What follows belongs to an exercise in optimizing a design on an open flow for a short achievable clock period and few clock cycles per item; a production flow would make more cautious choices. Function was checked by simulation only, so behaviour that the tests miss may differ from the original. No activity file was given, so power comes from the tool's default toggle rates.

==> run a <==
## fetch_top
module fetch_top
(
    input   logic           clk,
    input   logic           rst,
    output  mem_pkg::addr_t          bmem_addr_o,
    output  logic           bmem_read_o,
    input   logic           bmem_ready_i,
    input   mem_pkg::addr_t          bmem_raddr_i,
    input   mem_pkg::beat_t          bmem_rdata_i,
    input   logic           bmem_rvalid_i,
    input   logic           redirect_i,
    input   mem_pkg::addr_t          redirect_pc_i,
    input   fetch_pkg::order_t         redirect_order_i,
    input   logic           inst_ren_i,
    output  logic           inst_valid_o,
    output  mem_pkg::addr_t          inst_pc_o,
    output  fetch_pkg::inst_t          inst_o,
    output  fetch_pkg::order_t         inst_order_o
);
Settings: LEC_CHECK=0, ABC_CLOCK_PERIOD_IN_PS=1800, CAP_MARGIN=20, CORE_MARGIN=2, CORE_UTILIZATION=40, SETUP_SLACK_MARGIN=2.6, SLEW_MARGIN=20, TNS_END_PERCENT=100; clock period 4.4 ns.
run.sh (not shown) runs the stock make flow with config.mk's settings and CLKGATE_MAP_FILE= SYNTH_SCRIPT=/design/flow/synth_recipe.tcl, a recipe that flattens the netlist after the stock synthesis.
==> run b (differences from run a) <==
--- a/flow/design.v
+++ b/flow/design.v
@@ -12,78 +12,10 @@
 package fetch_pkg;
     typedef logic [31:0] inst_t;
     typedef logic [63:0] order_t;
     typedef logic [$clog2(8)-1:0] word_idx_t;
 endpackage
-`timescale 1ns/1ps
-module seq_ctr
-#(
-    parameter int             W       = 64,
-    parameter int             L       = 6,
-    parameter int             C       = 8,
-    parameter logic [W-1:0]   RST_VAL = '0
-)(
-    input   logic           clk,
-    input   logic           rst,
-    input   logic           load_i,
-    input   logic [W-1:0]   load_val_i,
-    input   logic           inc_i,
-    output  logic [W-1:0]   val_o
-);
-    localparam int NC = (W - L + C - 1) / C;    
-    function automatic logic [W-1:0] flip_mask(input logic [W-1:0] v);
-        logic [W-1:0] m;
-        m = '0;
-        for (int b = L; b < W; b++) begin
-            m[b] = 1'b1;
-            for (int j = L; j < b; j++) begin
-                if ((j - L) / C == (b - L) / C) m[b] = m[b] & v[j];
-            end
-        end
-        flip_mask = m;
-    endfunction
-    function automatic logic [NC-1:0] chunk_ones(input logic [W-1:0] v);
-        logic [NC-1:0] r;
-        r = '1;
-        for (int b = L; b < W; b++) begin
-            r[(b - L) / C] = r[(b - L) / C] & v[b];
-        end
-        chunk_ones = r;
-    endfunction
-    logic [NC-1:0] ones;
-    logic [NC-1:0] carry;        
-    logic [W-1:0]  step;         
-    logic [W-1:0]  fm;
-    logic          wrap;
-    assign wrap = inc_i && (&val_o[L-1:0]);
-    assign fm   = flip_mask(val_o);
-    always_comb begin
-        carry[0] = wrap;
-        for (int k = 1; k < NC; k++) begin
-            carry[k] = carry[k-1] && ones[k-1];
-        end
-        step = '0;
-        for (int b = L; b < W; b++) begin
-            step[b] = carry[(b - L) / C] && fm[b];
-        end
-    end
-    always_ff @(posedge clk) begin
-        if (rst) begin
-            val_o <= RST_VAL;
-            ones  <= chunk_ones(RST_VAL);
-        end else if (load_i) begin
-            val_o <= load_val_i;
-            ones  <= chunk_ones(load_val_i);
-        end else begin
-            if (inc_i) begin
-                val_o[L-1:0] <= val_o[L-1:0] + 1'b1;
-            end
-            val_o[W-1:L] <= val_o[W-1:L] ^ step[W-1:L];
-            ones <= chunk_ones(val_o);
-        end
-    end
-endmodule
 `timescale 1ns/1ps
 module fetch_top
 (
     input   logic           clk,
     input   logic           rst,
@@ -233,31 +165,18 @@
             end
         end
     end
     assign inst_valid_o = qv[0];
     assign inst_o       = q[0];
-    logic [1:0] pc_lo;
-    seq_ctr #(.W(30), .L(6), .C(8), .RST_VAL(30'(32'hAAAAA000 >> 2))) pc_ctr_i (
-        .clk        (clk),
-        .rst        (rst),
-        .load_i     (redirect_i),
-        .load_val_i (redirect_pc_i[31:2]),
-        .inc_i      (deq),
-        .val_o      (inst_pc_o[31:2])
-    );
     always_ff @(posedge clk) begin
         if (rst) begin
-            pc_lo <= 2'(32'hAAAAA000);
+            inst_pc_o    <= 32'hAAAAA000;
+            inst_order_o <= '0;
         end else if (redirect_i) begin
-            pc_lo <= redirect_pc_i[1:0];
+            inst_pc_o    <= redirect_pc_i;
+            inst_order_o <= redirect_order_i;
+        end else if (deq) begin
+            inst_pc_o    <= inst_pc_o + 32'd4;
+            inst_order_o <= inst_order_o + 64'd1;
         end
     end
-    assign inst_pc_o[1:0] = pc_lo;
-    seq_ctr #(.W(64), .L(6), .C(8), .RST_VAL('0)) order_ctr_i (
-        .clk        (clk),
-        .rst        (rst),
-        .load_i     (redirect_i),
-        .load_val_i (redirect_order_i),
-        .inc_i      (deq),
-        .val_o      (inst_order_o)
-    );
 endmodule
ABC_CLOCK_PERIOD_IN_PS = not set   (was 1800)
SETUP_SLACK_MARGIN = not set   (was 2.6)
TNS_END_PERCENT = not set   (was 100)
==> run c (differences from run a) <==
--- a/flow/design.v
+++ b/flow/design.v
@@ -120,55 +120,70 @@
     assign bmem_read_o = rd_q;
     assign bmem_addr_o = {ra_q, {OFF_BITS{1'b0}}};
     assign accept = rd_q && bmem_ready_i && !rst;
     assign deq    = inst_ren_i && inst_valid_o && !redirect_i && !rst;
     assign issue  = (!want || accept) && (avail <= AW'(KTH));
+    localparam int PW = $clog2(NO);
     logic [LA_W-1:0]   oa  [NO];
     logic [2:0]        osk [NO];
     logic [NO-1:0]     ost;          
-    logic [NO-1:0]     ov;           
+    logic [PW-1:0]     wp;
+    logic [PW-1:0]     hp;
+    logic [PW-1:0]     hp1;
     logic [OW-1:0]     ocnt;
+    logic              h_v;
+    logic [LA_W-1:0]   h_a;
+    logic [2:0]        h_sk;
+    logic              h_st;
     logic [1:0]        bc;           
     logic              beat;
     logic              pop;
-    logic [NO-1:0]     os;           
-    assign beat = bmem_rvalid_i && ov[0] &&
-                  (bmem_raddr_i == {oa[0], {OFF_BITS{1'b0}}});
+    assign hp1  = hp + 1'b1;
+    assign beat = bmem_rvalid_i && h_v &&
+                  (bmem_raddr_i == {h_a, {OFF_BITS{1'b0}}});
     assign pop  = beat && (bc == 2'd3);
-    always_comb begin
+    always_ff @(posedge clk) begin
         for (int i = 0; i < NO; i++) begin
-            os[i] = pop ? ((i + 1 < NO) ? ov[i+1] : 1'b0) : ov[i];
-        end
-    end
-    always_ff @(posedge clk) begin
-        for (int i = 0; i < NO; i++) begin
-            if (os[i]) begin
-                if (pop && i + 1 < NO) begin
-                    oa[i]  <= oa[(i + 1 < NO) ? i + 1 : i];
-                    osk[i] <= osk[(i + 1 < NO) ? i + 1 : i];
-                    ost[i] <= ost[(i + 1 < NO) ? i + 1 : i] || redirect_i;
-                end else begin
-                    ost[i] <= ost[i] || redirect_i;
-                end
-            end else begin
+            if (accept && wp == PW'(i)) begin
                 oa[i]  <= ra_q;
                 osk[i] <= rskip_q;
                 ost[i] <= redirect_i;
-            end
-        end
-    end
-    always_ff @(posedge clk) begin
-        if (rst) begin
-            ov   <= '0;
+            end else if (redirect_i) begin
+                ost[i] <= 1'b1;
+            end
+        end
+    end
+    always_ff @(posedge clk) begin
+        if (rst) begin
+            wp   <= '0;
+            hp   <= '0;
             ocnt <= '0;
             bc   <= '0;
-        end else begin
-            for (int i = 0; i < NO; i++) begin
-                ov[i] <= os[i] || (accept && (i == 0 || os[(i > 0) ? i - 1 : 0]));
-            end
+            h_v  <= 1'b0;
+        end else begin
+            if (accept) wp <= wp + 1'b1;
+            if (pop)    hp <= hp1;
             ocnt <= ocnt + OW'(accept) - OW'(pop);
             if (beat) bc <= bc + 2'd1;
+            if (pop) begin
+                h_v <= (ocnt > OW'(1)) || accept;
+            end else if (accept) begin
+                h_v <= 1'b1;
+            end
+        end
+    end
+    always_ff @(posedge clk) begin
+        if (pop && ocnt > OW'(1)) begin
+            h_a  <= oa[hp1];
+            h_sk <= osk[hp1];
+            h_st <= ost[hp1] || redirect_i;
+        end else if ((pop || !h_v) && accept) begin
+            h_a  <= ra_q;
+            h_sk <= rskip_q;
+            h_st <= redirect_i;
+        end else if (redirect_i) begin
+            h_st <= 1'b1;
         end
     end
     always_ff @(posedge clk) begin
         if (rst) begin
             want    <= 1'b1;
@@ -196,13 +211,13 @@
         end
     end
     logic              lo_ok, hi_ok;
     logic [1:0]        nw;           
     fetch_pkg::inst_t  wa, wb;
-    assign lo_ok = ({bc, 1'b0} >= osk[0]);
-    assign hi_ok = ({bc, 1'b1} >= osk[0]);
-    assign nw    = (beat && !ost[0] && !redirect_i) ? (2'(lo_ok) + 2'(hi_ok)) : 2'd0;
+    assign lo_ok = ({bc, 1'b0} >= h_sk);
+    assign hi_ok = ({bc, 1'b1} >= h_sk);
+    assign nw    = (beat && !h_st && !redirect_i) ? (2'(lo_ok) + 2'(hi_ok)) : 2'd0;
     assign wa    = lo_ok ? bmem_rdata_i[31:0] : bmem_rdata_i[63:32];
     assign wb    = bmem_rdata_i[63:32];
     fetch_pkg::inst_t  q  [QD];
     logic [QD-1:0]     qv;
     logic [QD-1:0]     qs;           
==> run d (differences from run a) <==
--- a/flow/design.v
+++ b/flow/design.v
@@ -12,78 +12,10 @@
 package fetch_pkg;
     typedef logic [31:0] inst_t;
     typedef logic [63:0] order_t;
     typedef logic [$clog2(8)-1:0] word_idx_t;
 endpackage
-`timescale 1ns/1ps
-module seq_ctr
-#(
-    parameter int             W       = 64,
-    parameter int             L       = 6,
-    parameter int             C       = 8,
-    parameter logic [W-1:0]   RST_VAL = '0
-)(
-    input   logic           clk,
-    input   logic           rst,
-    input   logic           load_i,
-    input   logic [W-1:0]   load_val_i,
-    input   logic           inc_i,
-    output  logic [W-1:0]   val_o
-);
-    localparam int NC = (W - L + C - 1) / C;    
-    function automatic logic [W-1:0] flip_mask(input logic [W-1:0] v);
-        logic [W-1:0] m;
-        m = '0;
-        for (int b = L; b < W; b++) begin
-            m[b] = 1'b1;
-            for (int j = L; j < b; j++) begin
-                if ((j - L) / C == (b - L) / C) m[b] = m[b] & v[j];
-            end
-        end
-        flip_mask = m;
-    endfunction
-    function automatic logic [NC-1:0] chunk_ones(input logic [W-1:0] v);
-        logic [NC-1:0] r;
-        r = '1;
-        for (int b = L; b < W; b++) begin
-            r[(b - L) / C] = r[(b - L) / C] & v[b];
-        end
-        chunk_ones = r;
-    endfunction
-    logic [NC-1:0] ones;
-    logic [NC-1:0] carry;        
-    logic [W-1:0]  step;         
-    logic [W-1:0]  fm;
-    logic          wrap;
-    assign wrap = inc_i && (&val_o[L-1:0]);
-    assign fm   = flip_mask(val_o);
-    always_comb begin
-        carry[0] = wrap;
-        for (int k = 1; k < NC; k++) begin
-            carry[k] = carry[k-1] && ones[k-1];
-        end
-        step = '0;
-        for (int b = L; b < W; b++) begin
-            step[b] = carry[(b - L) / C] && fm[b];
-        end
-    end
-    always_ff @(posedge clk) begin
-        if (rst) begin
-            val_o <= RST_VAL;
-            ones  <= chunk_ones(RST_VAL);
-        end else if (load_i) begin
-            val_o <= load_val_i;
-            ones  <= chunk_ones(load_val_i);
-        end else begin
-            if (inc_i) begin
-                val_o[L-1:0] <= val_o[L-1:0] + 1'b1;
-            end
-            val_o[W-1:L] <= val_o[W-1:L] ^ step[W-1:L];
-            ones <= chunk_ones(val_o);
-        end
-    end
-endmodule
 `timescale 1ns/1ps
 module fetch_top
 (
     input   logic           clk,
     input   logic           rst,
@@ -233,31 +165,18 @@
             end
         end
     end
     assign inst_valid_o = qv[0];
     assign inst_o       = q[0];
-    logic [1:0] pc_lo;
-    seq_ctr #(.W(30), .L(6), .C(8), .RST_VAL(30'(32'hAAAAA000 >> 2))) pc_ctr_i (
-        .clk        (clk),
-        .rst        (rst),
-        .load_i     (redirect_i),
-        .load_val_i (redirect_pc_i[31:2]),
-        .inc_i      (deq),
-        .val_o      (inst_pc_o[31:2])
-    );
     always_ff @(posedge clk) begin
         if (rst) begin
-            pc_lo <= 2'(32'hAAAAA000);
+            inst_pc_o    <= 32'hAAAAA000;
+            inst_order_o <= '0;
         end else if (redirect_i) begin
-            pc_lo <= redirect_pc_i[1:0];
+            inst_pc_o    <= redirect_pc_i;
+            inst_order_o <= redirect_order_i;
+        end else if (deq) begin
+            inst_pc_o    <= inst_pc_o + 32'd4;
+            inst_order_o <= inst_order_o + 64'd1;
         end
     end
-    assign inst_pc_o[1:0] = pc_lo;
-    seq_ctr #(.W(64), .L(6), .C(8), .RST_VAL('0)) order_ctr_i (
-        .clk        (clk),
-        .rst        (rst),
-        .load_i     (redirect_i),
-        .load_val_i (redirect_order_i),
-        .inc_i      (deq),
-        .val_o      (inst_order_o)
-    );
 endmodule
==> summary.txt <==
| item | run b | run d | run a | run c |
|---|---|---|---|---|
| Number of sequential storage elements | 860 | 860 | 869 | 901 |
| Clk network pwr share | 41.3% | 36.0% | 38.4% | 41.7% |
| Clock sink count | 860 | 860 | 869 | 901 |
| Number of buffers inserted to repair setup after CTS | 0 | 419 | 459 | 239 |
| Clock buf count | 141 | 141 | 136 | 131 |
| Status | no timing/DRC/antenna violations | no timing/DRC/antenna violations | no timing/DRC/antenna violations | no timing/DRC/antenna violations |
| Yosys cell types | 71 | 71 | 72 | 72 |
| Final cell count without fillers | 6646 | 7368 | 7462 | 6257 |
| Clk Latency, worst-skew pair | 690 ps | 710 ps | 730 ps | 700 ps |
| Most frequent cell after synthesis | sky130_fd_sc_hd__edfxtp_1 | sky130_fd_sc_hd__edfxtp_1 | sky130_fd_sc_hd__nor2_1 | sky130_fd_sc_hd__edfxtp_1 |
| Comb power frac | 11.8% | 22.9% | 21.1% | 10.0% |
| Met1 capacity usage during global routing | 35.3% | 42.3% | 41.3% | 36.8% |
| Cells after Synth | 4930 | 4930 | 4951 | 3975 |
| CP Depth | 10 | 8 | 10 | 10 |
| Multi-input gate share of the layout cell area | 36.7% | 40.1% | 38.9% | 34.0% |
| Simple-gate share of the synthesized area | 16.8% | 16.8% | 17.1% | 10.8% |
| Routing usage on met3 | 5.57% | 7.42% | 8.29% | 6.04% |
| Flop2flop setup slack | 1110 ps | 1590 ps | 1680 ps | 1720 ps |
| Maximum number of pins on one net before global-route repair | 93 | 93 | 69 | 90 |
| Cell area power density | 373 nW/µm² | 314 nW/µm² | 324 nW/µm² | 322 nW/µm² |
| Wire per inst | 23.2 µm | 29.0 µm | 28.0 µm | 27.1 µm |
| XOR/XNOR Fraction of Synth Area | 1.58% | 1.58% | 2.13% | 2.26% |
| Seq cells post-synth | 860 | 860 | 869 | 901 |
Testbench counts of run a, summed over its fixed seeds: cycles 18,690, items 12,000.
Testbench counts of run b, summed over its fixed seeds: cycles 18,690, items 12,000.
Testbench counts of run c, summed over its fixed seeds: cycles 18,690, items 12,000.
Testbench counts of run d, summed over its fixed seeds: cycles 18,690, items 12,000.

## what the ideal ports hide
The flow's constraints put no driver on any port. The routed layouts listed below were extracted and timed again, unchanged, in two steps. Step 1 sets driving cells, clkbuf_16 on the clock port and buf_2 on the other inputs (assumed; they add their load-dependent delay and slew). Step 2, shift: input delay + t, output delay - t, t = (earliest + latest rising clock arrival at the registers) / 2. This alone moves slack from input paths to output paths. Three values: no drivers, after step 1, after step 2; two values: the first two.
| run | shift t [ns] | slack for setup (ns) | worst setup path after step 2 | worst data-port slew with drivers (ns) |
|---|---|---|---|---|
| run a | 0.790 | 1.665 / 1.682 / 0.929 | input to register | 0.23 |
| run b | 0.752 | 0.977 / 1.026 / 0.274 | input to register | 0.21 |
| run c | 0.753 | 1.633 / 1.680 / 0.927 | input to register | 0.14 |
| run d | 0.764 | 1.591 / 1.591 / 0.934 | input to register | 0.22 |
After both steps every run listed still meets setup and hold. The setup slack of run a, which loses most, moves by +0.017 ns with the drivers and by -0.736 ns with both steps.
